Context: an optimization exercise on an open-source flow, tuned for small area, a short achievable clock period and few clock cycles per item. The choices shown serve that exercise and are no tape-out recipe. Where RTL was checked, it was by simulation tests only, not by an equivalence proof against the original. No functional check of the RTL was part of runs 1 to 3. Power and IR drop assume default switching activity.

## flow/design.v (module list and top-level ports; edited modules follow where they fit)
// module mspc_cfg_regs: 75 lines
// module mspc_inc_pi: 46 lines
// module mspc_shape: 34 lines
// module mspc_mul3: 1387 lines
// module motor_speed_pi_pid_control_core: 212 lines
module motor_speed_pi_pid_control_core #(
    parameter int SAMPLE_WIDTH   = 16,
    parameter int GAIN_FRAC_BITS = 8,
    parameter int ACC_WIDTH      = 48
) (
    input  wire logic                                   i_clk,
    input  wire logic                                   i_rst_n,
    input  wire logic                                   i_s_axis_tvalid,
    output      logic                                   o_s_axis_tready,
    input  wire logic [((2*SAMPLE_WIDTH+1+7)/8)*8-1:0]  i_s_axis_tdata,
    output      logic                                   o_m_axis_tvalid,
    input  wire logic                                   i_m_axis_tready,
    output      logic [mspc_pkg::OUT_DATA_W-1:0]        o_m_axis_tdata,
    input  wire logic                                   i_cfg_we,
    input  wire logic [mspc_pkg::CFG_ADDR_W-1:0]        i_cfg_addr,
    input  wire logic [mspc_pkg::CFG_DATA_W-1:0]        i_cfg_wdata
);
  // ...
==> flow/flow/run.sh <==
#!/bin/bash
set -euo pipefail
MARGIN=${MARGIN:-14.7}
sed 's/yosys synth -nofsm -noshare/yosys synth -nofsm -noshare -noabc/' synth_recipe.tcl > synth_noabc.tcl
bash standard.sh SYNTH_SCRIPT="$PWD/synth_noabc.tcl" SYNTH_OPERATIONS_ARGS=-booth SETUP_SLACK_MARGIN=$MARGIN \
    "BUFFER_PORTS_ARGS=-buffer_cell sky130_fd_sc_hd__buf_2" finish > standard_flow.log 2>&1
==> flow/standard.sh <==
#!/bin/bash
# synth_recipe.tcl (not shown) runs the flow's synth.tcl, then flattens the netlist and writes it again
# the make line also repeats each setting of config.mk as NAME=value (left out here)
make -C /OpenROAD-flow-scripts/flow DESIGN_CONFIG=/design/flow/config.mk WORK_HOME=/design/flow/orfs CLKGATE_MAP_FILE= SYNTH_SCRIPT=/design/flow/synth_recipe.tcl "${@:-finish}"
==> flow/config.mk <==
export PLATFORM = sky130hd
export DESIGN_NAME = motor_speed_pi_pid_control_core
export DESIGN_NICKNAME = motor_speed_pi_pid_control_core
export VERILOG_FILES = /design/flow/design.v
export SDC_FILE = /design/flow/constraint.sdc
export NUM_CORES = 4
export LEC_CHECK = 0
export ABC_AREA = 1
export CAP_MARGIN = 20
export CORE_MARGIN = 2
export CORE_UTILIZATION = 55
export PLACE_DENSITY = 0.7
export SLEW_MARGIN = 20
==> flow/constraint.sdc <==
create_clock -name core_clock -period 20.0 [get_ports {i_clk}]
set_input_delay 4.0000 -clock core_clock [delete_from_list [all_inputs] [get_ports {i_clk}]]
set_output_delay 4.0000 -clock core_clock [all_outputs]
set_load 0.01 [all_outputs]
==> out/qor.txt, run 1 <==
Post-CTS Resized = 154
Number of inserted filler cells in the final layout = 5752
Io pins = 90
Combinational power = 0.00170 W
Vias in the first global route = 31100
Post-route core utilization = 63.2%
Total Negative Setup Slacks = 0 ns
Fraction of power consumed by the clock network = 23.3%
Most Used Layer, Global Route = met2
Number of tap cells added at floorplan = 931
Total number of placement rows = 96
Grt met3 use = 7.08%
Multi-input gate share of the layout cell area = 63.3%
Fraction of area in registers = 20.8%
Total of hold buffers inserted after clock tree synthesis = 0
Share of total power in sequential cells = 28.5%
Worst-case hold path end point = r2_run
Most area-hungry cell type in the Yosys netlist = sky130_fd_sc_hd__fa_1
Count leader, synth = sky130_fd_sc_hd__nand2_1
Remaining max-slew budget at the tightest pin = 26.3%
Summed instance area of the synthesized netlist = 38200 um^2
Number of cell instances on the worst register-to-register path = 14
CP max stage delay = 0.42 ns
Final net count = 5106
Maximum fanout along the worst path = 3
Horiz. Die Dim = 268 um
Launch point of the worst path = i_s_axis_tdata[3]
Data required, critical path = 20.46 ns
Total instance count after detailed placement = 5108
Top power group = combinational logic
Worst-case clock buffer depth = 3
Highest-delay cell along the critical path = sky130_fd_sc_hd__fa_1
Non-CTS inverters = 467
Leading cell type in the layout, fill and taps excluded = sky130_fd_sc_hd__nand2_1
Multi-input logic area = 27500 um^2
Level count of the clock H-tree = 2
Result of the run = no timing/DRC/antenna violations
Part of the Yosys area used for sequential elements = 23.5%
Sw power = 0.00146 W
==> module motor_speed_pi_pid_control_core, before the edit <==
module motor_speed_pi_pid_control_core #(
    parameter int SAMPLE_WIDTH   = 16,
    parameter int GAIN_FRAC_BITS = 8,
    parameter int ACC_WIDTH      = 48
) (
    input  wire logic                                   i_clk,
    input  wire logic                                   i_rst_n,
    input  wire logic                                   i_s_axis_tvalid,
    output      logic                                   o_s_axis_tready,
    input  wire logic [((2*SAMPLE_WIDTH+1+7)/8)*8-1:0]  i_s_axis_tdata,
    output      logic                                   o_m_axis_tvalid,
    input  wire logic                                   i_m_axis_tready,
    output      logic [mspc_pkg::OUT_DATA_W-1:0]        o_m_axis_tdata,
    input  wire logic                                   i_cfg_we,
    input  wire logic [mspc_pkg::CFG_ADDR_W-1:0]        i_cfg_addr,
    input  wire logic [mspc_pkg::CFG_DATA_W-1:0]        i_cfg_wdata
);
    localparam int EW = mspc_pkg::ERR_W;
    localparam int SW = mspc_pkg::SUM_W;
    localparam int AW = mspc_pkg::ACC_W;
    localparam int GW = mspc_pkg::GAIN_W;
    localparam int LW = mspc_pkg::LIMIT_W;
    logic          c_mode, c_swap;
    logic [GW-1:0] c_g1, c_g2, c_pos_ki;
    logic [LW-1:0] c_pwm_limit, c_int_limit;
    mspc_cfg_regs u_cfg (
        .i_clk            (i_clk),
        .i_rst_n          (i_rst_n),
        .i_cfg_we         (i_cfg_we),
        .i_cfg_addr       (i_cfg_addr),
        .i_cfg_wdata      (i_cfg_wdata),
        .o_mode           (c_mode),
        .o_swap           (c_swap),
        .o_g1             (c_g1),
        .o_g2             (c_g2),
        .o_pos_ki         (c_pos_ki),
        .o_pwm_limit      (c_pwm_limit),
        .o_integral_limit (c_int_limit)
    );
    logic r_en;          
    logic w_en;
    assign w_en            = r_en;
    assign o_s_axis_tready = r_en;
    logic          r0_v, r0_run;
    logic [EW-1:0] r0_e;
    always_ff @(posedge i_clk) begin
        if (!i_rst_n) begin
            r0_v <= 1'b0;
        end else if (w_en) begin
            r0_v <= i_s_axis_tvalid;
        end
    end
    always_ff @(posedge i_clk) begin
        if (w_en) begin
            r0_e   <= {i_s_axis_tdata[15], i_s_axis_tdata[15:0]}
                    - {i_s_axis_tdata[31], i_s_axis_tdata[31:16]};
            r0_run <= i_s_axis_tdata[32];
        end
    end
    logic          w_step0;
    logic [EW-1:0] r_pa, r_pb;         
    logic [15:0]   r_i;                
    logic [EW:0]   w_diff;
    logic [EW:0]   w_isum;
    logic [EW:0]   w_ilim;
    logic [15:0]   w_inext;
    assign w_step0 = w_en && r0_v && r0_run;
    assign w_diff  = {r0_e[EW-1], r0_e} - {r_pa[EW-1], r_pa};
    assign w_isum  = {{2{r_i[15]}}, r_i} + {r0_e[EW-1], r0_e};
    assign w_ilim  = {3'b000, c_int_limit};
    always_comb begin
        if ($signed(w_isum) > $signed(w_ilim)) begin
            w_inext = w_ilim[15:0];
        end else if ($signed(w_isum) < -$signed(w_ilim)) begin
            w_inext = 16'(-w_ilim);
        end else begin
            w_inext = w_isum[15:0];
        end
    end
    always_ff @(posedge i_clk) begin
        if (!i_rst_n) begin
            r_pa <= '0;
            r_pb <= '0;
        end else if (c_swap) begin
            r_pa <= r_pb;
            r_pb <= r_pa;
        end else if (w_step0) begin
            r_pa <= r0_e;
        end
    end
    always_ff @(posedge i_clk) begin
        if (!i_rst_n) begin
            r_i <= '0;
        end else if (w_step0 && c_mode) begin
            r_i <= w_inext;
        end
    end
    logic          r1_v, r1_run;
    logic [EW:0]   r1_diff;
    always_ff @(posedge i_clk) begin
        if (!i_rst_n) begin
            r1_v <= 1'b0;
        end else if (w_en) begin
            r1_v <= r0_v;
        end
    end
    always_ff @(posedge i_clk) begin
        if (w_en) begin
            r1_diff <= w_diff;
            r1_run  <= r0_run;
        end
    end
    logic [GW-1:0] w_g3;
    logic [SW-1:0] w_pa, w_pb;
    assign w_g3 = c_mode ? c_pos_ki : '0;
    mspc_mul3 u_mul (
        .g1  (c_g1),
        .g2  (c_g2),
        .g3  (w_g3),
        .x1  (r1_diff),
        .x2  (r_pa),
        .x3  (r_i),
        .o_a (w_pa),
        .o_b (w_pb)
    );
    logic          r2_v, r2_run;
    logic [SW-1:0] r2_a, r2_b;
    logic [SW-1:0] w_s;
    always_ff @(posedge i_clk) begin
        if (!i_rst_n) begin
            r2_v <= 1'b0;
        end else if (w_en) begin
            r2_v <= r1_v;
        end
    end
    always_ff @(posedge i_clk) begin
        if (w_en) begin
            r2_a   <= w_pa;
            r2_b   <= w_pb;
            r2_run <= r1_run;
        end
    end
    logic          r3_v, r3_run;
    logic [AW-1:0] w_acc;
    mspc_inc_pi u_inc (
        .i_clk   (i_clk),
        .i_rst_n (i_rst_n),
        .i_step  (w_en && r2_v && r2_run && !c_mode),
        .i_a     (r2_a),
        .i_b     (r2_b),
        .o_sum   (w_s),
        .o_acc   (w_acc)
    );
    always_ff @(posedge i_clk) begin
        if (!i_rst_n) begin
            r3_v <= 1'b0;
        end else if (w_en) begin
            r3_v <= r2_v && !c_mode;
        end
    end
    always_ff @(posedge i_clk) begin
        if (w_en) begin
            r3_run <= r2_run;
        end
    end
    logic [15:0]   w_drive;
    logic          w_clamped;
    logic          w_fin_v, w_fin_run;
    logic [16:0]   w_res;
    assign w_fin_v   = c_mode ? r2_v : r3_v;
    assign w_fin_run = c_mode ? r2_run : r3_run;
    mspc_shape u_shape (
        .i_mode    (c_mode),
        .i_acc     (w_acc),
        .i_raw     (w_s),
        .i_limit   (c_pwm_limit),
        .o_drive   (w_drive),
        .o_clamped (w_clamped)
    );
    assign w_res = w_fin_run ? {w_clamped, w_drive} : 17'd0;
    logic        r_ov, r_sv;
    logic [16:0] r_od, r_sd;
    logic        w_arrive, w_pop;
    assign w_arrive = w_en && w_fin_v;
    assign w_pop    = r_ov && i_m_axis_tready;
    always_ff @(posedge i_clk) begin
        if (!i_rst_n) begin
            r_ov    <= 1'b0;
            r_sv    <= 1'b0;
            r_en    <= 1'b1;
        end else begin
            if (!r_ov || w_pop) begin
                r_ov    <= r_sv || w_arrive;
                r_sv    <= 1'b0;
                r_en    <= 1'b1;
            end else if (w_arrive) begin
                r_sv    <= 1'b1;
                r_en    <= 1'b0;
            end
        end
    end
    always_ff @(posedge i_clk) begin
        if (!r_ov || w_pop) begin
            r_od <= r_sv ? r_sd : w_res;
        end
        if (w_arrive) begin
            r_sd <= w_res;
        end
    end
    assign o_m_axis_tvalid = r_ov;
    assign o_m_axis_tdata  = {7'd0, r_od};
endmodule
==> run 2, diff against run 1 <==
--- a/flow/design.v
+++ b/flow/design.v
@@ -149,4 +149,31 @@
     end
 endmodule
+module mspc_sub_ks #(
+    parameter int W = 17
+) (
+    input  wire logic [W-1:0] i_a,
+    input  wire logic [W-1:0] i_b,
+    output      logic [W-1:0] o_d
+);
+    localparam int L = $clog2(W);
+    logic [W-1:0] w_p [0:L];
+    logic [W-1:0] w_g [0:L];
+    logic [W-1:0] w_nb;
+    assign w_nb     = ~i_b;
+    assign w_p[0]   = i_a ^ w_nb;
+    assign w_g[0]   = (i_a & w_nb) | {{(W-1){1'b0}}, i_a[0] | w_nb[0]};
+    for (genvar l = 0; l < L; l++) begin : g_lvl
+        for (genvar i = 0; i < W; i++) begin : g_bit
+            if (i >= (1 << l)) begin : g_op
+                assign w_g[l+1][i] = w_g[l][i] | (w_p[l][i] & w_g[l][i-(1<<l)]);
+                assign w_p[l+1][i] = w_p[l][i] & w_p[l][i-(1<<l)];
+            end else begin : g_pass
+                assign w_g[l+1][i] = w_g[l][i];
+                assign w_p[l+1][i] = w_p[l][i];
+            end
+        end
+    end
+    assign o_d = w_p[0] ^ {w_g[L][W-2:0], 1'b1};
+endmodule
 module mspc_shape (
     input  wire logic                            i_mode,
@@ -1626,8 +1653,13 @@
         end
     end
+    logic [EW-1:0] w_e_in;
+    mspc_sub_ks #(.W(EW)) u_sub (
+        .i_a ({i_s_axis_tdata[15], i_s_axis_tdata[15:0]}),
+        .i_b ({i_s_axis_tdata[31], i_s_axis_tdata[31:16]}),
+        .o_d (w_e_in)
+    );
     always_ff @(posedge i_clk) begin
         if (w_en) begin
-            r0_e   <= {i_s_axis_tdata[15], i_s_axis_tdata[15:0]}
-                    - {i_s_axis_tdata[31], i_s_axis_tdata[31:16]};
+            r0_e   <= w_e_in;
             r0_run <= i_s_axis_tdata[32];
         end
==> out/qor.txt, run 2 <==
Category of the worst setup path launch point = flop (was input pin)
Leakage power = 21.6 nW (was 21.8 nW)
Summed instance area of the synthesized netlist = 38100 um^2 (was 38200 um^2)
DR pass1 iterations = 6 (was 7)
Switching power as a share of total power = 41.2% (was 41.4%)
Total Negative Setup Slacks = 0 ns (unchanged)
Final instance area = 43400 um^2 (about the same)
Most area-hungry cell type in the Yosys netlist = sky130_fd_sc_hd__fa_1 (unchanged)
Total overflow reported by the global router = 0 (unchanged)
Io pins = 90 (unchanged)
Number of synthesis warnings = 6 (was 3)
Vias per cell = 6.14 (was 6.12)
Placeable core region = 68600 um^2 (was 68700 um^2)
Wire length of the first global-routing pass = 181000 um (was 180000 um)
Total of hold buffers inserted after clock tree synthesis = 0 (unchanged)
Capturing element type of the critical path = flop (unchanged)
Chain of cells forming the critical path = buf_12 -> nand2_1 -> nand2_2 -> o21ai_4 -> buf_12 -> o22ai_1 -> xor2_1 -> fa_1 -> fa_1 -> fa_1 -> fa_1 -> fa_1 -> fa_1 -> fa_2 (was buf_2 -> ha_4 -> nand2_1 -> nand2_2 -> a31oi_4 -> inv_2 -> a221oi_4 -> inv_2 -> a21oi_2 -> nor2_1 -> nor2_1 -> fa_1 -> inv_1)
PortBufs = 75 (unchanged)
CTS buffer count = 44 (unchanged)
Global placer's final weighted congestion = 0.993 (was 0.997)
Number of synthesized flops with an enable pin = 141 (unchanged)
Ranking of synthesized cells by instance count = sky130_fd_sc_hd__nand2_1 (673), sky130_fd_sc_hd__xor2_1 (474), sky130_fd_sc_hd__fa_1 (446), sky130_fd_sc_hd__inv_1 (403), sky130_fd_sc_hd__o22ai_1 (387) (was sky130_fd_sc_hd__nand2_1 (680), sky130_fd_sc_hd__xor2_1 (462), sky130_fd_sc_hd__fa_1 (453), sky130_fd_sc_hd__inv_1 (424), sky130_fd_sc_hd__o22ai_1 (382))
Sink Count = 377 (unchanged)
Result of the run = no timing/DRC/antenna violations (unchanged)
Internal cell power = 0.00210 W (was 0.00206 W)
Total Wirelength = 123000 um (about the same)
Most flop-heavy register = u_inc.o_acc (unchanged)
Sw power = 0.00147 W (was 0.00146 W)
Hold Vio Cnt, Final = 0 (unchanged)
Vias in the first global route = 31000 (was 31100)
Pins Over Slew Limit = 0 (unchanged)
Vertical die dimension = 267 um (was 268 um)
Met2 usage in global routing = 52.0% (was 51.2%)
Registers with the most flip-flops = u_inc.o_acc: 48 flops, r2_a: 34 flops, r2_b: 34 flops (unchanged)
Seq. cell area = 9020 um^2 (about the same)
Worst-case clock buffer depth = 3 (unchanged)
Level count of the clock H-tree = 2 (unchanged)
Transition at the pin with the smallest max-transition slack = 1.03 ns (was 1.10 ns)
Fraction of power consumed by the clock network = 23.5% (was 23.3%)
Share of total power in sequential cells = 28.2% (was 28.5%)
CP Buf/Inv Count = 2 (was 4)
Antenna-violating nets left = 0 (unchanged)
Post-synthesis register bit count = 377 (unchanged)
Number of inserted filler cells in the final layout = 5622 (was 5752)
Met1 layer usage reported by global route = 42.0% (was 43.2%)
Most Used Layer, Global Route = met2 (unchanged)
Data required, critical path = 20.32 ns (was 20.46 ns)
Cell repeated most along the worst path = sky130_fd_sc_hd__fa_1
Highest-delay cell along the critical path = sky130_fd_sc_hd__fa_1 (unchanged)
Library cells used by synthesis = 55 (was 56)
Clock slew at reported path FFs = 0.06 ns (about the same)
Leading cell type in the layout, fill and taps excluded = sky130_fd_sc_hd__nand2_1 (unchanged)
Part of the Yosys area used for sequential elements = 23.5% (about the same)
Share of Yosys cell area claimed by the top area cell type = 23.5% (was 23.7%)
Horiz. Die Dim = 267 um (was 268 um)
Maximum fanout along the worst path = 14 (was 3)
Gate Count Post-Synth = 4286 (was 4298)
Multi-input logic area = 27600 um^2 (was 27500 um^2)
Relative contribution of combinational cells to total power = 48.4% (was 48.2%)
Highest-count cells in the layout ignoring fill and taps = sky130_fd_sc_hd__nand2_1 (615), sky130_fd_sc_hd__xor2_1 (467), sky130_fd_sc_hd__fa_1 (429) (was sky130_fd_sc_hd__nand2_1 (632), sky130_fd_sc_hd__xor2_1 (454), sky130_fd_sc_hd__fa_1 (434))
Antenna violations before repair = 1 (was 0)
Overall via count from detail_route = 32700 (was 32600)
Power per unit of standard cell area = 82.2 nW/um^2 (was 81.0 nW/um^2)
CP max stage delay = 0.55 ns (was 0.42 ns)
Worst hold margin = 0.433 ns (was 0.427 ns)
Clock Latency Late Sink = 0.60 ns (about the same)
Grt met3 use = 8.29% (was 7.08%)
Final net count = 5095 (was 5106)
Count of final setup violators = 0 (unchanged)
Crit Path Class = flop to flop (was input pin to flop)
Synth-to-Final Area Change = 14.1% (was 13.7%)
Top cells by area in the synthesized netlist = sky130_fd_sc_hd__fa_1 (23%), sky130_fd_sc_hd__dfxtp_1 (12%), sky130_fd_sc_hd__edfxtp_1 (11%), sky130_fd_sc_hd__xor2_1 (11%), sky130_fd_sc_hd__ha_1 (7.5%) (was sky130_fd_sc_hd__fa_1 (24%), sky130_fd_sc_hd__dfxtp_1 (12%), sky130_fd_sc_hd__edfxtp_1 (11%), sky130_fd_sc_hd__xor2_1 (11%), sky130_fd_sc_hd__ha_1 (7.5%))
Starting Density = 55.5% (was 55.6%)
Cell family contributing the most delay on the critical path = adder cells (unchanged)
Combined global-route utilization of all metal layers = 33.3% (was 33.1%)
DRC = 0 (unchanged)
Total half-perimeter wirelength after legalization and detailed placement = 86000 um (was 86200 um)
Async set or reset register ratio after synthesis = 0% (unchanged)
Flip-flop count of the largest register, all copies and words added = 48 (unchanged)
Max-capacitance violation count = 0 (unchanged)
Placed Area = 39200 um^2 (about the same)
Main flop type after synthesis = sky130_fd_sc_hd__dfxtp_1 (unchanged)
Count leader, synth = sky130_fd_sc_hd__nand2_1 (unchanged)
Share of cells above drive strength 1 = 15.0% (was 14.7%)
Highest attainable clock frequency = 190 MHz (was 185 MHz)
Data arrival time of the worst path = 5.60 ns (was 5.86 ns)
Remaining max-slew budget at the tightest pin = 31.6% (was 26.3%)
TritonCTS clock tree = done (unchanged)
Pin count of the biggest net entering global routing = 103 (was 105)
Clk Tree Root Cell = sky130_fd_sc_hd__clkbuf_16 (unchanged)
Drt wl/cell = 23.0 um (was 23.1 um)
Count of routing violations after the opening detailed-route iteration = 3325 (was 3637)
Worst VDD drop = 0.0698 mV (was 0.0677 mV)
Area enclosed by the die boundary = 71300 um^2 (was 71600 um^2)
Total number of placement rows = 96 (unchanged)
Worst setup skew after layout = 0.0184 ns (was 0.0298 ns)
Setup repair after global routing missed its margin = true (unchanged)
Fin crit period = 5.28 ns (was 5.40 ns)
Worst min-delay path category = flop to flop (unchanged)
Syn avg cell area = 8.88 um^2 (was 8.89 um^2)
Final Cycle Share = 26.4% (was 27.0%)
==> run 2: cell types whose count changed after synthesis, moves of 8 or more <==
| cell | before | now |
|---|---|---|
| sky130_fd_sc_hd__a21oi_1 | 156 | 172 |
| sky130_fd_sc_hd__buf_2 | 41 | 33 |
| sky130_fd_sc_hd__clkbuf_1 | 161 | 169 |
| sky130_fd_sc_hd__inv_1 | 424 | 403 |
| sky130_fd_sc_hd__nand3_1 | 165 | 132 |
| sky130_fd_sc_hd__o211ai_1 | 48 | 62 |
| sky130_fd_sc_hd__o21ai_0 | 189 | 210 |
| sky130_fd_sc_hd__xnor2_1 | 31 | 21 |
| sky130_fd_sc_hd__xor2_1 | 462 | 474 |
==> run 2: logic make-up after synthesis <==
family,count (synthesis),share of synthesized area [%]
and+or+nand+nor,1083,12.0
other,1,0.00985
DFF,377,23.5
adders and majority gates,675,31.0
muxes,1,0.0296
AOI/OAI and AO/OA,957,14.8
xor gates and xnor gates,497,11.5
buffers and inverters,695,7.13
==> run 2: layer usage <==
layer	routed length, um	vias to the layer above	share of wire (%)
met5	68	-	0.055
met4	9160	2	7.5
met3	13200	464	11
met2	54700	1939	45
met1	45600	15700	37
li1	-	14600	-
==> run 2: worst register-to-register path, cell delays in order (launching register included) <==
cell                      delay, ns
sky130_fd_sc_hd__dfxtp_2       0.42
sky130_fd_sc_hd__buf_12        0.21
sky130_fd_sc_hd__nand2_1       0.18
sky130_fd_sc_hd__nand2_2       0.12
sky130_fd_sc_hd__o21ai_4       0.08
sky130_fd_sc_hd__buf_12        0.16
sky130_fd_sc_hd__o22ai_1       0.16
sky130_fd_sc_hd__xor2_1        0.23
sky130_fd_sc_hd__fa_1          0.46
sky130_fd_sc_hd__fa_1          0.45
sky130_fd_sc_hd__fa_1          0.50
sky130_fd_sc_hd__fa_1          0.53
sky130_fd_sc_hd__fa_1          0.46
sky130_fd_sc_hd__fa_1          0.55
sky130_fd_sc_hd__fa_2          0.49
==> run 2: power by group through the flow <==
stage | clock [W] | combinational, W | sequential (W)
final | 0.000838 | 0.00173 | 0.00101
after CTS | 0.000849 | 0.00157 | 0.00100
after global placement | 0 | 0.00138 | 0.00101
after detailed placement | 0 | 0.00142 | 0.00102
after floorplan | 0 | 0.000959 | 0.000996
after global routing | 0.000880 | 0.00189 | 0.00102
==> run 2: final cells by class <==
| type | count | share of cell area (%) |
|---|---|---|
| Multi-Input combinational cell | 3224 | 63.6 |
| Sequential cell | 377 | 20.8 |
| Timing Repair Buffer | 258 | 5.30 |
| Inverter | 447 | 4.16 |
| Clock buffer | 62 | 2.96 |
| Tap cell | 931 | 2.68 |
| Clock inverter | 20 | 0.516 |
| Timing Repair inverter | 4 | 0.0634 |
| Antenna cell | 1 | 0.00576 |
==> run 2: timing repair <==
| item | 4_1_cts | 5_1_grt |
|---|---|---|
| resized for setup | 176 | 228 |
| pin swaps | 32 | 91 |
| endpoints found under the setup margin | 121 | 133 |
| setup buffers | 43 | 74 |
| cloned | 5 | 14 |
==> run 2: path summary, 6_finish.rpt <==
path,from,end,slack [ns],depth (start not counted)
max,u_cfg.o_g1[9],r2_b[21],14.72,14
min reg2reg,r1_run,r2_run,0.43,0
min,r1_run,r2_run,0.43,0
max reg2reg,u_cfg.o_g1[9],r2_b[21],14.72,14
==> run 2: stage by stage <==
step	total power, W	instances	setup WS, ns	utilization, %
after detailed placement	0.00243	5104	12.92	57.1
final	0.00357	5324	14.72	63.3
after global placement	0.00239	5104	13.04	57.1
after global routing	0.00379	5323	14.45	63.3
after CTS	0.00342	5234	14.69	60.9
after floorplan	0.00196	4292	14.43	-
==> run 3, diff against run 2 <==
--- a/flow/flow/run.sh
+++ b/flow/flow/run.sh
@@ -1,5 +1,5 @@
 #!/bin/bash
 set -euo pipefail
-MARGIN=${MARGIN:-14.7}
+MARGIN=${MARGIN:-14.9}
 sed 's/yosys synth -nofsm -noshare/yosys synth -nofsm -noshare -noabc/' synth_recipe.tcl > synth_noabc.tcl
 bash standard.sh SYNTH_SCRIPT="$PWD/synth_noabc.tcl" SYNTH_OPERATIONS_ARGS=-booth SETUP_SLACK_MARGIN=$MARGIN \
==> out/qor.txt, run 3 <==
Adder and majority gate portion of the synthesized area = 31.0% (unchanged)
Power per unit of standard cell area = 80.8 nW/um^2 (was 82.2 nW/um^2)
DRC = 0 (unchanged)
Total number of placement rows = 96 (unchanged)
Remaining max-slew budget at the tightest pin = 30.8% (was 31.6%)
Count of final setup violators = 0 (unchanged)
CTS buffer count = 44 (unchanged)
Antenna violations before repair = 0 (was 1)
Combined global-route utilization of all metal layers = 35.3% (was 33.3%)
Total half-perimeter wirelength after legalization and detailed placement = 85300 um (was 86000 um)
Mux contribution to synthesized area = 0.0296% (unchanged)
Diodes inserted = 0 (was 1)
Count of routing violations after the opening detailed-route iteration = 4099 (was 3325)
Syn avg cell area = 8.88 um^2 (unchanged)
Most area-hungry cell type in the Yosys netlist = sky130_fd_sc_hd__fa_1 (unchanged)
Worst min-delay path category = flop to flop (unchanged)
Main flop type after synthesis = sky130_fd_sc_hd__dfxtp_1 (unchanged)
Vias in the first global route = 32100 (was 31000)
Total Negative Setup Slacks = 0 ns (unchanged)
Post-synthesis register bit count = 377 (unchanged)
Level count of the clock H-tree = 2 (unchanged)
Overall via count from detail_route = 33500 (was 32700)
TritonCTS clock tree = done (unchanged)
Share of Yosys cell area claimed by the top area cell type = 23.5% (unchanged)
Summed instance area of the synthesized netlist = 38100 um^2 (unchanged)
Area share of and/or/nand/nor cells after synthesis = 12.0% (unchanged)
Registers with the most flip-flops = u_inc.o_acc: 48 flops, r2_a: 34 flops, r2_b: 34 flops (unchanged)
Pins Over Slew Limit = 0 (unchanged)
Capturing element type of the critical path = flop (unchanged)
Top cells by area in the synthesized netlist = sky130_fd_sc_hd__fa_1 (23%), sky130_fd_sc_hd__dfxtp_1 (12%), sky130_fd_sc_hd__edfxtp_1 (11%), sky130_fd_sc_hd__xor2_1 (11%), sky130_fd_sc_hd__ha_1 (7.5%) (unchanged)
Wire length of the first global-routing pass = 191000 um (was 181000 um)
Fin crit period = 5.28 ns (about the same)
Flip-flop count of the largest register, all copies and words added = 48 (unchanged)
Gate Count Post-Synth = 4286 (unchanged)
Worst setup skew after layout = 0.0261 ns (was 0.0184 ns)
Main combinational cell family by area after synthesis = adder cells (unchanged)
Final net count = 5193 (was 5095)
Share of cells above drive strength 1 = 19.2% (was 15.0%)
Number of synthesized flops with an enable pin = 141 (unchanged)
Highest-delay cell along the critical path = sky130_fd_sc_hd__fa_1 (unchanged)
Io pins = 90 (unchanged)
Worst-case clock buffer depth = 3 (unchanged)
Vias per cell = 6.19 (was 6.14)
Async set or reset register ratio after synthesis = 0% (unchanged)
Drt wl/cell = 23.7 um (was 23.0 um)
Total overflow reported by the global router = 0 (unchanged)
Data required, critical path = 20.47 ns (was 20.32 ns)
Setup repair after global routing missed its margin = true (unchanged)
Clock slew at reported path FFs = 0.07 ns (was 0.06 ns)
Result of the run = no timing/DRC/antenna violations (unchanged)
PortBufs = 75 (unchanged)
Hold Vio Cnt, Final = 0 (unchanged)
Total Wirelength = 129000 um (was 123000 um)
Library cells used by synthesis = 55 (unchanged)
Worst hold margin = 0.427 ns (was 0.433 ns)
Clk Tree Root Cell = sky130_fd_sc_hd__clkbuf_16 (unchanged)
Leading cell type in the layout, fill and taps excluded = sky130_fd_sc_hd__nand2_1 (unchanged)
Crit Path Class = flop to flop (unchanged)
Number of synthesis warnings = 6 (unchanged)
Synth Area in Compound Gates = 14.8% (unchanged)
Worst VDD drop = 0.0778 mV (was 0.0698 mV)
Clock Latency Late Sink = 0.59 ns (was 0.60 ns)
Most flop-heavy register = u_inc.o_acc (unchanged)
Xor/xnor share of the synthesized area = 11.5% (unchanged)
Starting Density = 55.5% (unchanged)
Synth-to-Final Area Change = 18.4% (was 14.1%)
Sink Count = 377 (unchanged)
Horiz. Die Dim = 267 um (unchanged)
Part of the Yosys area used for sequential elements = 23.5% (unchanged)
DR pass1 iterations = 7 (was 6)
Leakage power = 22.4 nW (was 21.6 nW)
Max-capacitance violation count = 0 (unchanged)
Category of the worst setup path launch point = flop (unchanged)
Transition at the pin with the smallest max-transition slack = 1.03 ns (about the same)
Vertical die dimension = 267 um (unchanged)
Maximum fanout along the worst path = 17 (was 14)
Data arrival time of the worst path = 5.75 ns (was 5.60 ns)
Cell repeated most along the worst path = sky130_fd_sc_hd__nand2_2 (was sky130_fd_sc_hd__fa_1)
Final Cycle Share = 26.4% (about the same)
Ranking of synthesized cells by instance count = sky130_fd_sc_hd__nand2_1 (673), sky130_fd_sc_hd__xor2_1 (474), sky130_fd_sc_hd__fa_1 (446), sky130_fd_sc_hd__inv_1 (403), sky130_fd_sc_hd__o22ai_1 (387) (unchanged)
Count leader, synth = sky130_fd_sc_hd__nand2_1 (unchanged)
Pin count of the biggest net entering global routing = 93 (was 103)
Highest attainable clock frequency = 190 MHz (about the same)
Global placer's final weighted congestion = 1.01 (was 0.993)
Highest-count cells in the layout ignoring fill and taps = sky130_fd_sc_hd__nand2_1 (600), sky130_fd_sc_hd__xor2_1 (453), sky130_fd_sc_hd__fa_1 (397) (was sky130_fd_sc_hd__nand2_1 (615), sky130_fd_sc_hd__xor2_1 (467), sky130_fd_sc_hd__fa_1 (429))
CP max stage delay = 0.45 ns (was 0.55 ns)
Antenna-violating nets left = 0 (unchanged)
Area enclosed by the die boundary = 71300 um^2 (unchanged)
Placeable core region = 68600 um^2 (unchanged)
run 3: path summary, 6_finish.rpt:
kind	from	endpoint	slack, ns	depth (start not counted)
max reg2reg	r2_a[0]	u_inc.o_acc[44]	14.73	30
min	r1_run	r2_run	0.43	0
min reg2reg	r1_run	r2_run	0.43	0
max	r2_a[0]	u_inc.o_acc[44]	14.73	30
run 3: metrics by stage:
step	instance area (um^2)	total power [W]	utilization, %	std cells	setup slack (ns)
2_1_floorplan	38300	0.00197	-	4292	14.43
3_3_place_gp	39200	0.00240	57.1	5097	12.98
3_5_place_dp	39200	0.00243	57.1	5097	12.92
4_1_cts	43300	0.00341	63.1	5337	14.71
5_1_grt	45100	0.00384	65.7	5419	14.37
6_report	45100	0.00364	65.7	5419	14.73
run 3: layer usage:
metal  vias to the layer above  track usage, %  wire length (um)  share of wire, %
li1                      14800               -                 -                 -
met1                     16100            44.0             46400                36
met2                      2053            55.2             56900                44
met3                       534            8.68             14300                11
met4                         0            22.4             10800               8.4
met5                         -               0                 0                 0
run 3: timing repair:
action                     in CTS  in global routing
buffers inserted              142                 75
setup endpoints to repair     146                266
cloned                         18                  7
resized for setup             338                218
pin swaps                     104                181
hold buffers                    0                  0
run 3: layout make-up:
class | instances | area [um^2]
clock buffer | 59 | 1220
clock inverter | 21 | 179
fill | 5397 | 23500
inverter | 447 | 1840
multi-input combinational | 3226 | 28300
sequential | 377 | 9040
tap | 931 | 1160
timing repair buffer | 356 | 3340
timing repair inverter | 2 | 15.0
run 3: power breakdown:
group	leakage [nW]	switching (W)	internal (W)	total [W]
logic	18.2	0.00110	0.000749	0.00185
clock network	0.694	0.000343	0.000446	0.000788
registers	3.48	0.0000758	0.000930	0.00101
run 3: logic make-up after synthesis:
group,Yosys count
DFF,377
AOI/OAI and AO/OA,957
xor gates and xnor gates,497
adders and majority gates,675
muxes,1
other,1
buffers and inverters,695
and+or+nand+nor,1083
run 3: worst max-delay path, delay by kind of cell, from the launching register on:
family          cells  cell delay [ns]
fa+ha+maj           5             1.55
simple gates       16             1.40
compound gates      4             0.89
buf+inv             4             0.53
xor+xnor            1             0.39
flops               1             0.37
==> run 4, diff against run 3 <==
--- a/flow/design.v
+++ b/flow/design.v
@@ -150,5 +150,6 @@
 endmodule
 module mspc_sub_ks #(
-    parameter int W = 17
+    parameter int W = 17,
+    parameter int L = 5          
 ) (
     input  wire logic [W-1:0] i_a,
@@ -156,5 +157,4 @@
     output      logic [W-1:0] o_d
 );
-    localparam int L = $clog2(W);
     logic [W-1:0] w_p [0:L];
     logic [W-1:0] w_g [0:L];
--- a/flow/flow/run.sh
+++ b/flow/flow/run.sh
@@ -1,5 +1,5 @@
 #!/bin/bash
 set -euo pipefail
-MARGIN=${MARGIN:-14.9}
+MARGIN=${MARGIN:-14.7}
 sed 's/yosys synth -nofsm -noshare/yosys synth -nofsm -noshare -noabc/' synth_recipe.tcl > synth_noabc.tcl
 bash standard.sh SYNTH_SCRIPT="$PWD/synth_noabc.tcl" SYNTH_OPERATIONS_ARGS=-booth SETUP_SLACK_MARGIN=$MARGIN \
--- a/flow/config.mk
+++ b/flow/config.mk
@@ -10,4 +10,5 @@
 export CORE_MARGIN = 2
 export CORE_UTILIZATION = 55
+export CTS_BUF_LIST = sky130_fd_sc_hd__clkbuf_4 sky130_fd_sc_hd__clkbuf_8
 export PLACE_DENSITY = 0.7
 export SLEW_MARGIN = 20
==> out/qor.txt, run 4 <==
Result of the run = no timing/DRC/antenna violations (unchanged)
Pins Over Slew Limit = 0 (unchanged)
Library cells used by synthesis = 55 (unchanged)
Area share of and/or/nand/nor cells after synthesis = 12.0% (unchanged)
Multi-input logic area = 27500 um^2 (was 28300 um^2)
Total overflow reported by the global router = 0 (unchanged)
CP Buf/Inv Count = 1 (was 4)
Max-capacitance violation count = 0 (unchanged)
Most area-hungry cell type in the Yosys netlist = sky130_fd_sc_hd__fa_1 (unchanged)
Chain of cells forming the critical path = buf_2
Total of hold buffers inserted after clock tree synthesis = 0 (unchanged)
Highest-count cells in the layout ignoring fill and taps = sky130_fd_sc_hd__nand2_1 (616), sky130_fd_sc_hd__xor2_1 (469), sky130_fd_sc_hd__fa_1 (429) (was sky130_fd_sc_hd__nand2_1 (600), sky130_fd_sc_hd__xor2_1 (453), sky130_fd_sc_hd__fa_1 (397))
Horiz. Die Dim = 267 um (unchanged)
Leading cell type in the layout, fill and taps excluded = sky130_fd_sc_hd__nand2_1 (unchanged)
Global placer's final weighted congestion = 0.993 (was 1.01)
Total Wirelength = 122000 um (was 129000 um)
Placeable core region = 68600 um^2 (unchanged)
Sink Count = 377 (unchanged)
Fin crit period = 5.24 ns (was 5.28 ns)
Setup repair after global routing missed its margin = true (unchanged)
Power per unit of standard cell area = 80.8 nW/um^2 (about the same)
Total Negative Setup Slacks = 0 ns (unchanged)
Main combinational cell family by area after synthesis = adder cells (unchanged)
Area enclosed by the die boundary = 71300 um^2 (unchanged)
Main flop type after synthesis = sky130_fd_sc_hd__dfxtp_1 (unchanged)
Part of the Yosys area used for sequential elements = 23.5% (unchanged)
Count leader, synth = sky130_fd_sc_hd__nand2_1 (unchanged)
Count of final setup violators = 0 (unchanged)
Data required, critical path = 16.00 ns (was 20.47 ns)
Remaining max-slew budget at the tightest pin = 26.7% (was 30.8%)
Leakage power = 21.5 nW (was 22.4 nW)
Share of Yosys cell area claimed by the top area cell type = 23.5% (unchanged)
Xor/xnor share of the synthesized area = 11.5% (unchanged)
Pin count of the biggest net entering global routing = 103 (was 93)
Level count of the clock H-tree = 3 (was 2)
PortBufs = 75 (unchanged)
DRC = 0 (unchanged)
DR pass1 iterations = 7 (unchanged)
Cell family contributing the most delay on the critical path = flip-flops (was adder cells)
Synth Area in Compound Gates = 14.8% (unchanged)
Capturing element type of the critical path = output pin (was flop)
Syn avg cell area = 8.88 um^2 (unchanged)
Final net count = 5091 (was 5193)
Number of synthesized flops with an enable pin = 141 (unchanged)
Drt wl/cell = 22.9 um (was 23.7 um)
Vias per cell = 6.12 (was 6.19)
Number of synthesis warnings = 6 (unchanged)
CP max stage delay = 0.43 ns (was 0.45 ns)
Worst setup skew after layout = 0.0388 ns (was 0.0261 ns)
CTS buffer count = 67 (was 44)
Gate Count Post-Synth = 4286 (unchanged)
Hold Vio Cnt, Final = 0 (unchanged)
Async set or reset register ratio after synthesis = 0% (unchanged)
Antenna-violating nets left = 0 (unchanged)
Worst VDD drop = 0.0719 mV (was 0.0778 mV)
Highest-delay cell along the critical path = sky130_fd_sc_hd__dfxtp_4 (was sky130_fd_sc_hd__fa_1)
Share of cells above drive strength 1 = 15.1% (was 19.2%)
Crit Path Class = flop to output pin (was flop to flop)
Most flop-heavy register = u_inc.o_acc (unchanged)
Flip-flop count of the largest register, all copies and words added = 48 (unchanged)
Post-route core utilization = 62.8% (was 65.7%)
Wire length of the first global-routing pass = 181000 um (was 191000 um)
Summed instance area of the synthesized netlist = 38100 um^2 (unchanged)
Io pins = 90 (unchanged)
Combined global-route utilization of all metal layers = 33.2% (was 35.3%)
Highest attainable clock frequency = 191 MHz (was 190 MHz)
Adder and majority gate portion of the synthesized area = 31.0% (unchanged)
Worst min-delay path category = flop to flop (unchanged)
Post-synthesis register bit count = 377 (unchanged)
Starting Density = 55.5% (unchanged)
Total half-perimeter wirelength after legalization and detailed placement = 86000 um (was 85300 um)
Transition at the pin with the smallest max-transition slack = 1.10 ns (was 1.03 ns)
Clock Latency Late Sink = 0.67 ns (was 0.59 ns)
Mux contribution to synthesized area = 0.0296% (unchanged)
Clk Tree Root Cell = sky130_fd_sc_hd__clkbuf_8 (was sky130_fd_sc_hd__clkbuf_16)
Antenna violations before repair = 1 (was 0)
Total number of placement rows = 96 (unchanged)
Maximum fanout along the worst path = 2 (was 17)
Category of the worst setup path launch point = flop (unchanged)
Clock slew at reported path FFs = 0.06 ns (was 0.07 ns)
Final Cycle Share = 26.2% (was 26.4%)
Number of inserted filler cells in the final layout = 5676 (was 5397)
Overall via count from detail_route = 32700 (was 33500)
Data arrival time of the worst path = 1.24 ns (was 5.75 ns)
Vertical die dimension = 267 um (unchanged)
Count of routing violations after the opening detailed-route iteration = 3537 (was 4099)
Top cells by area in the synthesized netlist = sky130_fd_sc_hd__fa_1 (23%), sky130_fd_sc_hd__dfxtp_1 (12%), sky130_fd_sc_hd__edfxtp_1 (11%), sky130_fd_sc_hd__xor2_1 (11%), sky130_fd_sc_hd__ha_1 (7.5%) (unchanged)
Vias in the first global route = 30900 (was 32100)
TritonCTS clock tree = done (unchanged)
Ranking of synthesized cells by instance count = sky130_fd_sc_hd__nand2_1 (673), sky130_fd_sc_hd__xor2_1 (474), sky130_fd_sc_hd__fa_1 (446), sky130_fd_sc_hd__inv_1 (403), sky130_fd_sc_hd__o22ai_1 (387) (unchanged)
Worst-case clock buffer depth = 3 (unchanged)
Seq. cell area = 9010 um^2 (was 9040 um^2)
Registers with the most flip-flops = u_inc.o_acc: 48 flops, r2_a: 34 flops, r2_b: 34 flops (unchanged)
Synth-to-Final Area Change = 13.1% (was 18.4%)
## run 4: where the power goes
| group | leakage (nW) | internal, W | switching (W) |
|---|---|---|---|
| Sequential | 3.47 | 0.000930 | 0.0000752 |
| Clock | 0.768 | 0.000447 | 0.000345 |
| Combinational | 17.2 | 0.000648 | 0.00103 |
## run 4: final timing paths
| check | start | endpoint | slack [ns] | cells after the start |
|---|---|---|---|---|
| hold / removal | r1_run | r2_run | 0.43 | 0 |
| setup reg to reg | r2_a[0] | u_inc.o_acc[43] | 14.76 | 39 |
| setup / recovery | r_en | o_s_axis_tready | 14.76 | 1 |
| hold reg to reg | r1_run | r2_run | 0.43 | 0 |
## run 4: what timing repair did
action / CTS / global route
pin swaps: 25 / 85
endpoints found under the setup margin: 119 / 129
gates resized for setup: 165 / 220
setup buffers: 36 / 58
gates cloned: 3 / 13
## run 4: kinds of logic after synthesis
family,Yosys count
AO/OA/AOI/OAI,957
XOR/XNOR,497
adder cells (fa/ha/maj),675
buffers and inverters,695
flip-flops,377
multiplexers,1
other,1
AND/OR/NAND/NOR,1083
## run 4: through the flow
step                      hold WS [ns]  worst slack, ns  power, W  std cells  area (um^2)
after floorplan                  0.400            14.43   0.00196       4292        38200
after global placement           0.401            13.04   0.00239       5104        39200
after detailed placement         0.424            12.92   0.00243       5104        39200
after CTS                        0.419            14.68   0.00335       5266        41600
after global routing             0.452            14.49   0.00370       5338        43100
final                            0.432            14.76   0.00348       5338        43100
## run 4: area by class of cell
class                   instances  area share [%]
multi-input cells            3224            64.0
flip-flops and latches        377            20.9
well taps                     931            2.71
repair inverters                3          0.0407
diodes                          1         0.00581
clock buffers                  99            2.85
inverters                     447            4.21
clock inverters                24           0.523
repair buffers                232            4.77
## run 4: layer usage
| layer | vias to the layer above | GRT usage, % | share of wire [%] |
|---|---|---|---|
| met5 | - | 0 | 0 |
| met4 | 0 | 19.1 | 7.1 |
| met3 | 427 | 8.15 | 10 |
| met2 | 1785 | 52.0 | 45 |
| met1 | 15800 | 42.0 | 38 |
| li1 | 14600 | - | - |
Testbench counts of run 4, summed over its fixed seeds: cycles 19,416, items 19,200.
==> run 5, diff against run 4 <==
--- a/flow/config.mk
+++ b/flow/config.mk
@@ -10,5 +10,4 @@
 export CORE_MARGIN = 2
 export CORE_UTILIZATION = 55
-export CTS_BUF_LIST = sky130_fd_sc_hd__clkbuf_4 sky130_fd_sc_hd__clkbuf_8
 export PLACE_DENSITY = 0.7
 export SLEW_MARGIN = 20
==> out/qor.txt, run 5 <==
Result of the run = no timing/DRC/antenna violations (unchanged)
Async set or reset register ratio after synthesis = 0% (unchanged)
Part of the Yosys area used for sequential elements = 23.5% (unchanged)
Total half-perimeter wirelength after legalization and detailed placement = 86000 um (unchanged)
Total number of placement rows = 96 (unchanged)
Chain of cells forming the critical path = buf_12 -> nand2_1 -> nand2_2 -> o21ai_4 -> buf_12 -> o22ai_1 -> xor2_1 -> fa_1 -> fa_1 -> fa_1 -> fa_1 -> fa_1 -> fa_1 -> fa_2 (was buf_2)
Worst setup skew after layout = 0.0184 ns (was 0.0388 ns)
Setup repair after global routing missed its margin = true (unchanged)
Worst flop-to-flop path endpoint = r2_b[21] (was u_inc.o_acc[43])
TritonCTS clock tree = done (unchanged)
Count of final setup violators = 0 (unchanged)
Worst-case hold path end point = r2_run (unchanged)
Number of cell instances on the worst register-to-register path = 14 (was 39)
Syn avg cell area = 8.88 um^2 (unchanged)
Worst-case clock buffer depth = 3 (unchanged)
Clock Latency Late Sink = 0.60 ns (was 0.67 ns)
Drt wl/cell = 23.0 um (was 22.9 um)
Most area-hungry cell type in the Yosys netlist = sky130_fd_sc_hd__fa_1 (unchanged)
Vias in the first global route = 31000 (was 30900)
Wire length of the first global-routing pass = 181000 um (about the same)
Hold Vio Cnt, Final = 0 (unchanged)
DR pass1 iterations = 6 (was 7)
Total Negative Setup Slacks = 0 ns (unchanged)
Capturing element type of the critical path = flop (was output pin)
Sink Count = 377 (unchanged)
Horiz. Die Dim = 267 um (unchanged)
Fin crit period = 5.28 ns (was 5.24 ns)
PortBufs = 75 (unchanged)
Pins Over Slew Limit = 0 (unchanged)
Io pins = 90 (unchanged)
Leakage power = 21.6 nW (was 21.5 nW)
Worst min-delay path startpoint = r1_run (unchanged)
Library cells used by synthesis = 55 (unchanged)
Global placer's final weighted congestion = 0.993 (unchanged)
Total of hold buffers inserted after clock tree synthesis = 0 (unchanged)
Main flop type after synthesis = sky130_fd_sc_hd__dfxtp_1 (unchanged)
Ranking of synthesized cells by instance count = sky130_fd_sc_hd__nand2_1 (673), sky130_fd_sc_hd__xor2_1 (474), sky130_fd_sc_hd__fa_1 (446), sky130_fd_sc_hd__inv_1 (403), sky130_fd_sc_hd__o22ai_1 (387) (unchanged)
Hold path depth = 0 (unchanged)
Overall via count from detail_route = 32700 (about the same)
Clock slew at reported path FFs = 0.06 ns (about the same)
Highest-count cells in the layout ignoring fill and taps = sky130_fd_sc_hd__nand2_1 (615), sky130_fd_sc_hd__xor2_1 (467), sky130_fd_sc_hd__fa_1 (429) (was sky130_fd_sc_hd__nand2_1 (616), sky130_fd_sc_hd__xor2_1 (469), sky130_fd_sc_hd__fa_1 (429))
Setup slack after placement = 12.92 ns (unchanged)
Power per unit of standard cell area = 82.2 nW/um^2 (was 80.8 nW/um^2)
Combined global-route utilization of all metal layers = 33.3% (was 33.2%)
Launch point of the worst path = u_cfg.o_g1[9] (was r_en)
Most flop-heavy register = u_inc.o_acc (unchanged)
Share of Yosys cell area claimed by the top area cell type = 23.5% (unchanged)
Cell family contributing the most delay on the critical path = adder cells (was flip-flops)
Crit Path Class = flop to flop (was flop to output pin)
Clk Tree Root Cell = sky130_fd_sc_hd__clkbuf_16 (was sky130_fd_sc_hd__clkbuf_8)
Final Cycle Share = 26.4% (was 26.2%)
Top cells by area in the synthesized netlist = sky130_fd_sc_hd__fa_1 (23%), sky130_fd_sc_hd__dfxtp_1 (12%), sky130_fd_sc_hd__edfxtp_1 (11%), sky130_fd_sc_hd__xor2_1 (11%), sky130_fd_sc_hd__ha_1 (7.5%) (unchanged)
Gate Count Post-Synth = 4286 (unchanged)
Number of synthesized flops with an enable pin = 141 (unchanged)
Remaining max-slew budget at the tightest pin = 31.6% (was 26.7%)
Count of routing violations after the opening detailed-route iteration = 3325 (was 3537)
Number of inserted filler cells in the final layout = 5622 (was 5676)
Maximum fanout along the worst path = 14 (was 2)
DRC = 0 (unchanged)
Highest-delay cell along the critical path = sky130_fd_sc_hd__fa_1 (was sky130_fd_sc_hd__dfxtp_4)
Launch instance of the worst register-to-register path = u_cfg.o_g1[9] (was r2_a[0])
Leading cell type in the layout, fill and taps excluded = sky130_fd_sc_hd__nand2_1 (unchanged)
Count leader, synth = sky130_fd_sc_hd__nand2_1 (unchanged)
Flip-flop count of the largest register, all copies and words added = 48 (unchanged)
Placeable core region = 68600 um^2 (unchanged)
Transition at the pin with the smallest max-transition slack = 1.03 ns (was 1.10 ns)
Synth-to-Final Area Change = 14.1% (was 13.1%)
Worst VDD drop = 0.0698 mV (was 0.0719 mV)
Antenna-violating nets left = 0 (unchanged)
CP Buf/Inv Count = 2 (was 1)
Power consumption = 0.00357 W (was 0.00348 W)
Worst setup slack for register-to-register paths = 14.72 ns (was 14.76 ns)
Total overflow reported by the global router = 0 (unchanged)
Registers with the most flip-flops = u_inc.o_acc: 48 flops, r2_a: 34 flops, r2_b: 34 flops (unchanged)
Data arrival time of the worst path = 5.60 ns (was 1.24 ns)
CTS buffer count = 44 (was 67)
Vias per cell = 6.14 (was 6.12)
Category of the worst setup path launch point = flop (unchanged)
Vertical die dimension = 267 um (unchanged)
Post-synthesis register bit count = 377 (unchanged)
Share of cells above drive strength 1 = 15.0% (was 15.1%)
Cell repeated most along the worst path = sky130_fd_sc_hd__fa_1
Total Wirelength = 123000 um (was 122000 um)
Number of synthesis warnings = 6 (unchanged)
Final net count = 5095 (was 5091)
Minimum setup slack in the final design = 14.72 ns (was 14.76 ns)
Area enclosed by the die boundary = 71300 um^2 (unchanged)
Data required, critical path = 20.32 ns (was 16.00 ns)
Summed instance area of the synthesized netlist = 38100 um^2 (unchanged)
Antenna violations before repair = 1 (unchanged)
Starting Density = 55.5% (unchanged)
Worst min-delay path category = flop to flop (unchanged)
Level count of the clock H-tree = 2 (was 3)
CP max stage delay = 0.55 ns (was 0.43 ns)
Pin count of the biggest net entering global routing = 103 (unchanged)
Max-capacitance violation count = 0 (unchanged)
Highest attainable clock frequency = 190 MHz (was 191 MHz)
-- run 5: changes by cell type in the layout (fill, tap and decap cells not counted), moves of 4 or more --
cell,delta
sky130_fd_sc_hd__o21ai_1,-5
sky130_fd_sc_hd__clkbuf_16,+48
sky130_fd_sc_hd__clkinv_1,-8
sky130_fd_sc_hd__clkbuf_8,-72
sky130_fd_sc_hd__buf_4,+25
sky130_fd_sc_hd__inv_4,+4
sky130_fd_sc_hd__clkbuf_1,+9
sky130_fd_sc_hd__clkbuf_4,-23
-- run 5: power breakdown --
| group | switching (W) | leakage (nW) | internal (W) | total, W |
|---|---|---|---|---|
| sequential | 0.0000751 | 3.47 | 0.000930 | 0.00101 |
| clock | 0.000345 | 0.742 | 0.000493 | 0.000838 |
| combinational | 0.00105 | 17.4 | 0.000677 | 0.00173 |
-- run 5: worst max path at each step --
stage | cells past startpoint | end | slack, ns
3_5_place_dp | 33 | u_inc.o_acc[45] | 12.92
5_1_grt | 40 | u_inc.o_acc[45] | 14.45
6_report | 14 | r2_b[21] | 14.72
2_1_floorplan | 11 | r0_e[12] | 14.43
3_3_place_gp | 33 | u_inc.o_acc[43] | 13.04
4_1_cts | 39 | u_inc.o_acc[45] | 14.69
-- run 5: cells by family after synthesis --
kind of cell	Yosys count	share of synthesized area, %
AND/OR/NAND/NOR	1083	12.0
AO/OA/AOI/OAI	957	14.8
buffers and inverters	695	7.13
adder cells (fa/ha/maj)	675	31.0
XOR/XNOR	497	11.5
flip-flops	377	23.5
other	1	0.00985
multiplexers	1	0.0296
-- run 5: final cells by class --
type	instances	area (um^2)	area share (%)
Clock inverter	20	224	0.516
Timing Repair inverter	4	27.5	0.0634
Sequential cell	377	9020	20.8
Multi-Input combinational cell	3224	27600	63.6
Tap cell	931	1160	2.68
Timing Repair Buffer	258	2300	5.30
Antenna cell	1	2.50	0.00576
Inverter	447	1810	4.16
Clock buffer	62	1280	2.96
-- run 5: layer usage --
| metal | track usage (%) | wire (um) | vias to the layer above |
|---|---|---|---|
| li1 | - | - | 14600 |
| met1 | 42.0 | 45600 | 15700 |
| met2 | 52.0 | 54700 | 1939 |
| met3 | 8.29 | 13200 | 464 |
| met4 | 19.8 | 9160 | 2 |
| met5 | 0 | 68 | - |
-- run 5: worst register-to-register path, cell delays in order, from the launching register on --
cell and delay (ns):
sky130_fd_sc_hd__dfxtp_2 0.42, sky130_fd_sc_hd__buf_12 0.21, sky130_fd_sc_hd__nand2_1 0.18, sky130_fd_sc_hd__nand2_2 0.12
sky130_fd_sc_hd__o21ai_4 0.08, sky130_fd_sc_hd__buf_12 0.16, sky130_fd_sc_hd__o22ai_1 0.16, sky130_fd_sc_hd__xor2_1 0.23
sky130_fd_sc_hd__fa_1 0.46, sky130_fd_sc_hd__fa_1 0.45, sky130_fd_sc_hd__fa_1 0.50, sky130_fd_sc_hd__fa_1 0.53
sky130_fd_sc_hd__fa_1 0.46, sky130_fd_sc_hd__fa_1 0.55, sky130_fd_sc_hd__fa_2 0.49
-- run 5: repair_timing --
item | CTS | global route
gates resized for setup | 176 | 228
setup buffers | 43 | 74
cloned | 5 | 14
endpoints found under the setup margin | 121 | 133
pin swaps | 32 | 91
-- run 5: metrics by stage --
step	instances	hold slack (ns)	instance area (um^2)	utilization [%]
6_report	5324	0.433	43400	63.3
3_5_place_dp	5104	0.424	39200	57.1
4_1_cts	5234	0.438	41800	60.9
3_3_place_gp	5104	0.401	39200	57.1
2_1_floorplan	4292	0.400	38200	-
5_1_grt	5323	0.453	43400	63.3
==> run 6, diff against run 5 <==
--- a/flow/config.mk
+++ b/flow/config.mk
@@ -10,4 +10,6 @@
 export CORE_MARGIN = 2
 export CORE_UTILIZATION = 55
+export CTS_CLUSTER_DIAMETER = 150
+export CTS_CLUSTER_SIZE = 20
 export PLACE_DENSITY = 0.7
 export SLEW_MARGIN = 20
==> out/qor.txt, run 6 <==
Area enclosed by the die boundary = 71300 um^2 (unchanged)
Count of routing violations after the opening detailed-route iteration = 3260 (was 3325)
Highest-delay cell along the critical path = sky130_fd_sc_hd__edfxtp_1 (was sky130_fd_sc_hd__fa_1)
Total number of placement rows = 96 (unchanged)
Part of the Yosys area used for sequential elements = 23.5% (unchanged)
TritonCTS clock tree = done (unchanged)
Capturing element type of the critical path = flop (unchanged)
Placeable core region = 68600 um^2 (unchanged)
Worst setup skew after layout = 0.0214 ns (was 0.0184 ns)
Crit Path Class = flop to flop (unchanged)
Data arrival time of the worst path = 5.79 ns (was 5.60 ns)
Share of cells above drive strength 1 = 13.5% (was 15.0%)
Vertical die dimension = 267 um (unchanged)
Total overflow reported by the global router = 0 (unchanged)
Post-synthesis register bit count = 377 (unchanged)
Category of the worst setup path launch point = flop (unchanged)
Power consumption = 0.00318 W (was 0.00357 W)
Gate Count Post-Synth = 4286 (unchanged)
Ranking of synthesized cells by instance count = sky130_fd_sc_hd__nand2_1 (673), sky130_fd_sc_hd__xor2_1 (474), sky130_fd_sc_hd__fa_1 (446), sky130_fd_sc_hd__inv_1 (403), sky130_fd_sc_hd__o22ai_1 (387) (unchanged)
Io pins = 90 (unchanged)
Sink Count = 377 (unchanged)
Cell family contributing the most delay on the critical path = simple AND/OR/NAND/NOR gates (was adder cells)
Share of Yosys cell area claimed by the top area cell type = 23.5% (unchanged)
Total half-perimeter wirelength after legalization and detailed placement = 86000 um (unchanged)
Remaining max-slew budget at the tightest pin = 30.6% (was 31.6%)
Global placer's final weighted congestion = 0.993 (unchanged)
Flip-flop count of the largest register, all copies and words added = 48 (unchanged)
Total of hold buffers inserted after clock tree synthesis = 0 (unchanged)
Worst setup slack for register-to-register paths = 14.74 ns (was 14.72 ns)
Top cells by area in the synthesized netlist = sky130_fd_sc_hd__fa_1 (23%), sky130_fd_sc_hd__dfxtp_1 (12%), sky130_fd_sc_hd__edfxtp_1 (11%), sky130_fd_sc_hd__xor2_1 (11%), sky130_fd_sc_hd__ha_1 (7.5%) (unchanged)
Worst min-delay path category = flop to flop (unchanged)
Number of synthesis warnings = 6 (unchanged)
Worst VDD drop = 0.0754 mV (was 0.0698 mV)
Worst hold margin = 0.442 ns (was 0.433 ns)
Number of synthesized flops with an enable pin = 141 (unchanged)
Leakage power = 21.1 nW (was 21.6 nW)
Vias in the first global route = 30600 (was 31000)
Power per unit of standard cell area = 75.0 nW/um^2 (was 82.2 nW/um^2)
Antenna-violating nets left = 0 (unchanged)
Total Negative Setup Slacks = 0 ns (unchanged)
Count leader, synth = sky130_fd_sc_hd__nand2_1 (unchanged)
Clock slew at reported path FFs = 0.09 ns (was 0.06 ns)
Starting Density = 55.5% (unchanged)
Highest attainable clock frequency = 190 MHz (about the same)
Result of the run = no timing/DRC/antenna violations (unchanged)
Antenna violations before repair = 0 (was 1)
Setup slack after placement = 12.92 ns (unchanged)
CP Buf/Inv Count = 4 (was 2)
Horiz. Die Dim = 267 um (unchanged)
Level count of the clock H-tree = 1 (was 2)
Combined global-route utilization of all metal layers = 33.0% (was 33.3%)
DRC = 0 (unchanged)
DR pass1 iterations = 6 (unchanged)
Wire length of the first global-routing pass = 180000 um (was 181000 um)
Max-capacitance violation count = 0 (unchanged)
Synth-to-Final Area Change = 11.4% (was 14.1%)
Minimum setup slack in the final design = 14.74 ns (was 14.72 ns)
Drt wl/cell = 23.0 um (about the same)
Fin crit period = 5.26 ns (was 5.28 ns)
CTS buffer count = 22 (was 44)
Clock Latency Late Sink = 0.58 ns (was 0.60 ns)
Overall via count from detail_route = 32300 (was 32700)
Final net count = 5060 (was 5095)
Registers with the most flip-flops = u_inc.o_acc: 48 flops, r2_a: 34 flops, r2_b: 34 flops (unchanged)
Transition at the pin with the smallest max-transition slack = 1.04 ns (was 1.03 ns)
PortBufs = 75 (unchanged)
CP max stage delay = 0.38 ns (was 0.55 ns)
Clk Tree Root Cell = sky130_fd_sc_hd__clkbuf_16 (unchanged)
Syn avg cell area = 8.88 um^2 (unchanged)
Summed instance area of the synthesized netlist = 38100 um^2 (unchanged)
Data required, critical path = 20.53 ns (was 20.32 ns)
Pin count of the biggest net entering global routing = 103 (unchanged)
Highest-count cells in the layout ignoring fill and taps = sky130_fd_sc_hd__nand2_1 (614), sky130_fd_sc_hd__xor2_1 (469), sky130_fd_sc_hd__fa_1 (432) (was sky130_fd_sc_hd__nand2_1 (615), sky130_fd_sc_hd__xor2_1 (467), sky130_fd_sc_hd__fa_1 (429))
Cell repeated most along the worst path = sky130_fd_sc_hd__nand2_2 (was sky130_fd_sc_hd__fa_1)
Async set or reset register ratio after synthesis = 0% (unchanged)
Setup repair after global routing missed its margin = true (unchanged)
Hold Vio Cnt, Final = 0 (unchanged)
Main flop type after synthesis = sky130_fd_sc_hd__dfxtp_1 (unchanged)
Library cells used by synthesis = 55 (unchanged)
Total Wirelength = 121000 um (was 123000 um)
Count of final setup violators = 0 (unchanged)
Most flop-heavy register = u_inc.o_acc (unchanged)
Worst-case clock buffer depth = 3 (unchanged)
Final Cycle Share = 26.3% (was 26.4%)
Most area-hungry cell type in the Yosys netlist = sky130_fd_sc_hd__fa_1 (unchanged)
Leading cell type in the layout, fill and taps excluded = sky130_fd_sc_hd__nand2_1 (unchanged)
Post-route core utilization = 61.8% (was 63.3%)
Vias per cell = 6.14 (about the same)
Pins Over Slew Limit = 0 (unchanged)
Maximum fanout along the worst path = 7 (was 14)
run 6: cell count changes in the layout (fill, tap and decap cells not counted), moves of 4 or more:
cell,change
sky130_fd_sc_hd__clkbuf_1,+4
sky130_fd_sc_hd__o21ai_1,+6
sky130_fd_sc_hd__clkbuf_16,-26
sky130_fd_sc_hd__inv_4,-5
sky130_fd_sc_hd__inv_6,-4
sky130_fd_sc_hd__clkbuf_8,-4
sky130_fd_sc_hd__clkinv_2,-5
sky130_fd_sc_hd__buf_4,-16
sky130_fd_sc_hd__buf_6,+5
sky130_fd_sc_hd__o21ai_2,-6
run 6: final cells by class:
class,instances,area [um^2]
Antenna cell,1,2.50
Multi-Input combinational cell,3225,27500
Sequential cell,377,9020
Clock buffer,37,638
Timing Repair inverter,1,7.51
Inverter,447,1810
Tap cell,931,1160
Timing Repair Buffer,247,2220
Clock inverter,1,17.5
Fill cell,5708,26200
run 6: report_power, final:
part	internal, W	total, W	switching (W)
Combinational	0.000640	0.00168	0.00104
Sequential	0.000928	0.00100	0.0000746
Clock	0.000225	0.000495	0.000270
Total	0.00179	0.00318	0.00139
run 6: through the flow:
stage | std cells | area (um^2)
detailed placement | 5104 | 39200
CTS | 5187 | 40900
floorplan | 4292 | 38200
global placement | 5104 | 39200
finish | 5267 | 42400
global route | 5266 | 42400
run 6: cell families after synthesis:
family / Yosys count / share of synthesized area (%)
AOI/OAI and AO/OA: 957 / 14.8
DFF: 377 / 23.5
and+or+nand+nor: 1083 / 12.0
muxes: 1 / 0.0296
xor gates and xnor gates: 497 / 11.5
buffers and inverters: 695 / 7.13
adders and majority gates: 675 / 31.0
other: 1 / 0.00985
run 6: per-layer routing:
| layer | up-vias | wire length [um] | global-route usage [%] | part of all wire (%) |
|---|---|---|---|---|
| met1 | 15600 | 45400 | 42.2 | 37 |
| li1 | 14500 | - | - | - |
| met2 | 1829 | 54500 | 52.0 | 45 |
| met3 | 427 | 12700 | 7.58 | 10 |
| met5 | - | 0 | 0 | 0 |
| met4 | 0 | 8790 | 18.2 | 7.2 |
run 6: final timing paths:
| check | start | to | cells after the start |
|---|---|---|---|
| hold / removal | r1_run | r2_run | 0 |
| hold reg to reg | r1_run | r2_run | 0 |
| setup reg to reg | r2_a[0] | u_inc.o_acc[43] | 39 |
| setup / recovery | r2_a[0] | u_inc.o_acc[43] | 39 |
run 6: what timing repair did:
action / 4_1_cts / 5_1_grt
pin swaps: 28 / 80
resized for setup: 180 / 211
setup buffers: 40 / 69
endpoints found under the setup margin: 122 / 123
cloned: 5 / 10
==> run 7, diff against run 6 <==
--- a/flow/config.mk
+++ b/flow/config.mk
@@ -10,6 +10,6 @@
 export CORE_MARGIN = 2
 export CORE_UTILIZATION = 55
-export CTS_CLUSTER_DIAMETER = 150
-export CTS_CLUSTER_SIZE = 20
+export CTS_CLUSTER_DIAMETER = 100
+export CTS_CLUSTER_SIZE = 30
 export PLACE_DENSITY = 0.7
 export SLEW_MARGIN = 20
==> out/qor.txt, run 7 <==
Result of the run = no timing/DRC/antenna violations (unchanged)
Starting Density = 55.5% (unchanged)
Worst VDD drop = 0.0810 mV (was 0.0754 mV)
Placeable core region = 68600 um^2 (unchanged)
Number of synthesized flops with an enable pin = 141 (unchanged)
Clk Tree Root Cell = sky130_fd_sc_hd__clkbuf_16 (unchanged)
Synth-to-Final Area Change = 13.0% (was 11.4%)
Crit Path Class = flop to flop (unchanged)
Registers with the most flip-flops = u_inc.o_acc: 48 flops, r2_a: 34 flops, r2_b: 34 flops (unchanged)
Worst-case clock buffer depth = 3 (unchanged)
Clock slew at reported path FFs = 0.12 ns (was 0.09 ns)
Power per unit of standard cell area = 75.8 nW/um^2 (was 75.0 nW/um^2)
Number of inserted filler cells in the final layout = 5668 (was 5708)
Transition at the pin with the smallest max-transition slack = 1.05 ns (was 1.04 ns)
Overall via count from detail_route = 32500 (was 32300)
Total number of placement rows = 96 (unchanged)
Highest attainable clock frequency = 189 MHz (was 190 MHz)
Pin count of the biggest net entering global routing = 103 (unchanged)
Count of routing violations after the opening detailed-route iteration = 3334 (was 3260)
Remaining max-slew budget at the tightest pin = 29.9% (was 30.6%)
Max-capacitance violation count = 0 (unchanged)
Setup repair after global routing missed its margin = true (unchanged)
Hold Vio Cnt, Final = 0 (unchanged)
run 7: cell counts after synthesis:
No cell type changed its count.
run 7: routing by layer:
metal / part of all wire [%] / global-route usage (%) / vias up
li1: - / - / 14600
met1: 37 / 41.8 / 15700
met2: 45 / 52.1 / 1787
met3: 10 / 7.70 / 456
met4: 7.8 / 17.5 / 0
met5: 0 / 0 / -
run 7: worst paths after layout:
path               to    startpoint  cells after the start  slack, ns
min           r_pa[9]       r_pb[9]                      2       0.44
max          r2_b[18]  u_cfg.o_mode                     13      14.71
min reg2reg   r_pa[9]       r_pb[9]                      2       0.44
max reg2reg  r2_b[18]  u_cfg.o_mode                     13      14.71
run 7: cell type report:
| type | count | area share, % |
|---|---|---|
| timing repair buffer | 293 | 6.16 |
| clock buffer | 26 | 1.29 |
| inverter | 447 | 4.24 |
| clock inverter | 10 | 0.399 |
| multi-input combinational | 3224 | 64.2 |
| tap | 931 | 2.71 |
| sequential | 377 | 21.0 |
| antenna | 1 | 0.00582 |
run 7: power groups by stage:
stage          clock (W)  combinational [W]  sequential (W)
5_1_grt         0.000549            0.00190         0.00101
2_1_floorplan          0           0.000959        0.000996
4_1_cts         0.000524            0.00156        0.000999
3_3_place_gp           0            0.00138         0.00101
6_report        0.000515            0.00174         0.00100
3_5_place_dp           0            0.00142         0.00102
run 7: worst reg2reg max path: stages (launching register included):
cell,delay [ns]
sky130_fd_sc_hd__dfxtp_4,0.43
sky130_fd_sc_hd__clkbuf_4,0.23
sky130_fd_sc_hd__nand2_1,0.30
sky130_fd_sc_hd__inv_6,0.30
sky130_fd_sc_hd__o21ai_4,0.13
sky130_fd_sc_hd__buf_4,0.18
sky130_fd_sc_hd__o22ai_1,0.17
sky130_fd_sc_hd__xor2_1,0.33
sky130_fd_sc_hd__fa_1,0.49
sky130_fd_sc_hd__fa_1,0.49
sky130_fd_sc_hd__fa_1,0.54
sky130_fd_sc_hd__fa_1,0.46
sky130_fd_sc_hd__fa_1,0.52
sky130_fd_sc_hd__fa_1,0.48
run 7: what timing repair did:
item / in CTS / in global routing
gates cloned: 3 / 13
gates resized for setup: 183 / 240
setup endpoints to repair: 121 / 132
pin swaps: 37 / 90
buffers inserted: 43 / 109
run 7: metrics by stage:
| stage | hold WS, ns | worst slack [ns] | instances | instance area (um^2) |
|---|---|---|---|---|
| 2_1_floorplan | 0.400 | 14.43 | 4292 | 38200 |
| 3_3_place_gp | 0.401 | 13.04 | 5104 | 39200 |
| 3_5_place_dp | 0.424 | 12.92 | 5104 | 39200 |
| 4_1_cts | 0.446 | 14.64 | 5186 | 41000 |
| 5_1_grt | 0.456 | 14.45 | 5308 | 43000 |
| 6_report | 0.438 | 14.71 | 5309 | 43000 |
run 7: logic make-up (layout without fill, tap and decap cells):
group                      after synthesis  after routing  share of synthesized area [%]
and+or+nand+nor                       1083           1086                           12.0
AOI/OAI and AO/OA                      957            957                           14.8
buffers and inverters                  695            776                           7.13
adders and majority gates              675            675                           31.0
xor gates and xnor gates               497            497                           11.5
DFF                                    377            377                           23.5
other                                    1              8                        0.00985
muxes                                    1              2                         0.0296

Check on run 7: ideal ports give 14.709 ns setup slack; a clkbuf_16 on the clock port and buf_2 on the inputs give 14.709 ns; moving port delays by the midpoint clock arrival (0.655 ns) as well gives 14.180 ns.
